Context: an optimization exercise on an open-source flow, tuned for small area. The choices shown serve that exercise and are no tape-out recipe. The RTL was checked by simulation tests, not by an equivalence proof against the original design. Power figures rest on the tool's default switching activity, not on a simulated workload.

==> inputs of 05-02 <==
==> flow/design.v <==
`timescale 1ns/1ps
`default_nettype none
module regfile_sb (
  input  wire        CLK,
  input  wire        Reset,
  input  wire [4:0]  raddr1,
  input  wire [4:0]  raddr2,
  input  wire [4:0]  raddr3,
  output wire [31:0] rdata1,
  output wire [31:0] rdata2,
  output wire [31:0] rdata3,
  input  wire        we,
  input  wire [4:0]  waddr,
  input  wire [31:0] wdata,
  input  wire        issue,
  input  wire [4:0]  issue_addr,
  output wire        hazard1,
  output wire        hazard2,
  output wire        hazard3,
  output wire        stall,
  output wire [5:0]  pend_cnt
);
  logic [31:0] r_regs [1:31];
  logic [31:1] r_valid;
  logic [31:1] r_pend;
  logic [5:0]  r_cnt;
  logic [31:1] w_wen;
  logic [31:1] w_ien;
  logic [3:0] w_wlo, w_ilo;
  logic [7:0] w_whi, w_ihi;
  rf_predec u_wpre (.en(we),    .a(waddr),      .lo(w_wlo), .hi(w_whi));
  rf_predec u_ipre (.en(issue), .a(issue_addr), .lo(w_ilo), .hi(w_ihi));
  for (genvar i = 1; i < 32; i++) begin : g_dec
    assign w_wen[i] = ~(w_wlo[i % 4] | w_whi[i / 4]);
    assign w_ien[i] = ~(w_ilo[i % 4] | w_ihi[i / 4]);
  end
  for (genvar i = 1; i < 32; i++) begin : g_reg
    always_ff @(posedge CLK) begin
      if (w_wen[i]) r_regs[i] <= wdata;
    end
  end
  logic w_wrOk, w_issOk, w_inc, w_dec;
  assign w_wrOk  = we    && (waddr != 5'd0);
  assign w_issOk = issue && (issue_addr != 5'd0);
  assign w_inc   = w_issOk && !(|(r_pend & w_ien));
  assign w_dec   = w_wrOk && (|(r_pend & w_wen)) && !(w_issOk && (issue_addr == waddr));
  always_ff @(posedge CLK or negedge Reset) begin
    if (!Reset) begin
      r_valid <= '0;
      r_pend  <= '0;
      r_cnt   <= '0;
    end else begin
      r_valid <= r_valid | w_wen;
      r_pend  <= (r_pend & ~w_wen) | w_ien;
      r_cnt   <= r_cnt + {5'd0, w_inc} - {5'd0, w_dec};
    end
  end
  logic [4:0] w_ra [3];
  logic [31:0] w_rd [3];
  logic [2:0]  w_hz;
  assign w_ra[0] = raddr1;
  assign w_ra[1] = raddr2;
  assign w_ra[2] = raddr3;
  for (genvar p = 0; p < 3; p++) begin : g_rd
    logic [31:1] w_sel;
    logic [31:1] w_dsel;
    logic [3:0] w_lo;
    logic [7:0] w_hi;
    rf_predec_rd u_pre (.a(w_ra[p]), .lo(w_lo), .hi(w_hi));
    for (genvar i = 1; i < 32; i++) begin : g_s
      assign w_sel[i]  = ~(w_lo[i % 4] | w_hi[i / 4]);
      assign w_dsel[i] = w_sel[i] & r_valid[i];
    end
    for (genvar b = 0; b < 32; b++) begin : g_b
      logic [31:1] w_col;
      for (genvar i = 1; i < 32; i++) begin : g_c
        assign w_col[i] = r_regs[i][b];
      end
      rf_rdbit u_bit (.sel(w_dsel), .d(w_col), .y(w_rd[p][b]));
    end
    rf_rdbit u_hz (.sel(w_sel), .d(r_pend), .y(w_hz[p]));
  end
  assign rdata1  = w_rd[0];
  assign rdata2  = w_rd[1];
  assign rdata3  = w_rd[2];
  assign hazard1 = w_hz[0];
  assign hazard2 = w_hz[1];
  assign hazard3 = w_hz[2];
  assign stall   = hazard1 | hazard2 | hazard3;
  assign pend_cnt = r_cnt;
endmodule
module rf_rdbit (
  input  wire [31:1] sel,
  input  wire [31:1] d,
  output wire        y
);
  logic [10:0] w_n;
  for (genvar g = 0; g < 10; g++) begin : g_g
    rf_aoi222 u_g (.a0(sel[3*g+1]), .b0(d[3*g+1]), .a1(sel[3*g+2]), .b1(d[3*g+2]),
                   .a2(sel[3*g+3]), .b2(d[3*g+3]), .y_n(w_n[g]));
  end
  assign w_n[10] = ~(sel[31] & d[31]);
  assign y = ~&w_n;
endmodule
module rf_predec (
  input  wire       en,
  input  wire [4:0] a,
  output wire [3:0] lo,
  output wire [7:0] hi
);
  for (genvar j = 0; j < 4; j++) begin : g_lo
    assign lo[j] = ~(en & (a[1:0] == j));
  end
  for (genvar j = 0; j < 8; j++) begin : g_hi
    assign hi[j] = ~(a[4:2] == j);
  end
endmodule
module rf_predec_rd (
  input  wire [4:0] a,
  output wire [3:0] lo,
  output wire [7:0] hi
);
  for (genvar j = 0; j < 4; j++) begin : g_lo
    assign lo[j] = ~(a[1:0] == j);
  end
  for (genvar j = 0; j < 8; j++) begin : g_hi
    assign hi[j] = ~(a[4:2] == j);
  end
endmodule
module rf_aoi222 (
  input  wire a0, b0, a1, b1, a2, b2,
  output wire y_n
);
  assign y_n = ~((a0 & b0) | (a1 & b1) | (a2 & b2));
endmodule
`default_nettype wire
==> flow/run.sh <==
#!/bin/bash
# synth_recipe.tcl (not shown) runs the flow's synth.tcl, then flattens the netlist and writes it again
# the make line also repeats each setting of config.mk as NAME=value (left out here)
make -C /OpenROAD-flow-scripts/flow DESIGN_CONFIG=/design/flow/config.mk WORK_HOME=/design/flow/orfs CLKGATE_MAP_FILE= SYNTH_SCRIPT=/design/flow/synth_recipe.tcl finish
==> flow/config.mk <==
export PLATFORM = sky130hd
export DESIGN_NAME = regfile_sb
export DESIGN_NICKNAME = regfile_sb
export VERILOG_FILES = /design/flow/design.v
export SDC_FILE = /design/flow/constraint.sdc
export NUM_CORES = 4
export LEC_CHECK = 0
export CAP_MARGIN = 20
export CELL_PAD_IN_SITES_DETAIL_PLACEMENT = 1
export CELL_PAD_IN_SITES_GLOBAL_PLACEMENT = 1
export CORE_MARGIN = 2
export CORE_UTILIZATION = 35
export CTS_BUF_LIST = sky130_fd_sc_hd__clkbuf_8
export CTS_CLUSTER_DIAMETER = 50
export CTS_CLUSTER_SIZE = 20
export SLEW_MARGIN = 20
export SYNTH_HIERARCHICAL = 1
export SYNTH_MINIMUM_KEEP_SIZE = 0
==> flow/constraint.sdc <==
create_clock -name core_clock -period 7.0 [get_ports {CLK}]
set_input_delay 1.4000 -clock core_clock [delete_from_list [all_inputs] [get_ports {CLK}]]
set_output_delay 1.4000 -clock core_clock [all_outputs]
set_load 0.01 [all_outputs]
==> 12-26 (differences from 05-02) <==
==> flow/flow/run.sh (new file) <==
#!/bin/bash
set -euo pipefail
export BUFFER_PORTS_ARGS="-buffer_cell sky130_fd_sc_hd__buf_1"
export CTS_ARGS="-sink_clustering_enable -repair_clock_nets -dont_use_dummy_load -buf_list sky130_fd_sc_hd__clkbuf_8 -sink_clustering_size 20 -sink_clustering_max_diameter 50"
bash standard.sh finish > make_flow.log 2>&1
==> flow/standard.sh (new file) <==
#!/bin/bash
# synth_recipe.tcl (not shown) runs the flow's synth.tcl, then flattens the netlist and writes it again
# the make line also repeats each setting of config.mk as NAME=value (left out here)
make -C /OpenROAD-flow-scripts/flow DESIGN_CONFIG=/design/flow/config.mk WORK_HOME=/design/flow/orfs CLKGATE_MAP_FILE= SYNTH_SCRIPT=/design/flow/synth_recipe.tcl "${@:-finish}"
--- a/flow/config.mk
+++ b/flow/config.mk
@@ -11,7 +11,4 @@
 export CORE_MARGIN = 2
 export CORE_UTILIZATION = 35
-export CTS_BUF_LIST = sky130_fd_sc_hd__clkbuf_8
-export CTS_CLUSTER_DIAMETER = 50
-export CTS_CLUSTER_SIZE = 20
 export SLEW_MARGIN = 20
 export SYNTH_HIERARCHICAL = 1
removed: flow/run.sh
==> summary of the runs <==
Sequential power is about the same in 12-26 and 05-02. In synthesized cell count, 05-02 and 12-26 do not differ. Against 05-02, the total power of 12-26 is lower by 13%. Count of clock-buffer cells in the layout: 05-02 is higher than 12-26 (22). In register-to-register slack, 12-26 and 05-02 hardly differ. Between 12-26 and 05-02, the lower maximum frequency is in 05-02 (gap about 11%, measured against 05-02). Global-route usage: 12-26 is higher than 05-02 (0.17 points). Clock skew: 05-02 is lower than 12-26 (0.018 ns). In 12-26 the cell area is lower than in 05-02, by 5.2%. 12-26 went through all stages and came out clean. 05-02 finished clean. Critical path depth is the same in 12-26 and 05-02.
==> figures <==
|  | 05-02 | 12-26 |
|---|---|---|
| Outcome | no timing/DRC/antenna violations | no timing/DRC/antenna violations |
| Number of antenna cells inserted | 9 | 11 |
| Global-route track usage on met3 | 13.3% | 17.4% |
| Worst setup slack after layout | 0.231 ns | 0.916 ns |
| Routed WL | 259000 um | 261000 um |
| Post-CTS clock slew at the launch and capture registers of the worst setup and hold paths | 0.09 ns | 0.06 ns |
| Combinational logic power | 1.64 mW | 1.44 mW |
| Timing endpoint of the critical path | rdata1[19] | rdata1[13] |
| Total number of nets in the final design | 3472 | 3426 |
| Clock network contribution to total cell area | 5.30% | 3.06% |
| Total leakage power | 18.2 nW | 16.8 nW |
| Initial antenna violation count | 22 | 20 |
| Transition time at the pin with the least slew margin | 1.33 ns | 1.31 ns |
| Number of fill cells in the layout | 13300 | 13400 |
| Number of standard cells in the final layout excluding fillers | 5284 | 5135 |
| Layout cells sized above 1 | 16.8% | 13.0% |
| Clk pwr share | 37.0% | 29.5% |
| Proportion of cell area occupied by registers | 56.2% | 59.3% |
| Pwr/cell area | 254 nW/um^2 | 234 nW/um^2 |
| Number of buffers inserted during clock tree synthesis | 133 | 118 |
| Wirelength per Cell | 49.0 um | 50.8 um |
| Internal | 10.2 mW | 9.02 mW |

## re-timing with driven ports
In the flow no input, the clock included, has a driving cell. The finished layouts below were timed again as built, in two steps. Step 1, drivers: a clkbuf_16 drives CLK and a buf_2 each remaining input, both assumed. Step 2 adds t to the input delays and takes it off the output delays; t is the mean of the earliest and latest rising clock arrival at the registers after step 1. Input paths then give back, and output paths get back, about the clock's delay inside the block. a / b / c = ideal / step 1 / step 2; a / b = the first two.
| run | t, ns | slack for setup (ns) | latest minus earliest clock arrival (ns) |
|---|---|---|---|
| 05-02 | 0.994 | 0.231 / 0.196 / 0.196 | 0.072 / 0.073 |
| 12-26 | 0.906 | 0.916 / 0.891 / 0.891 | 0.135 / 0.135 |
After both steps every run listed still meets setup and hold. For 05-02, which loses most, drivers alone change the setup slack by -0.035 ns; drivers and shift together by -0.035 ns.
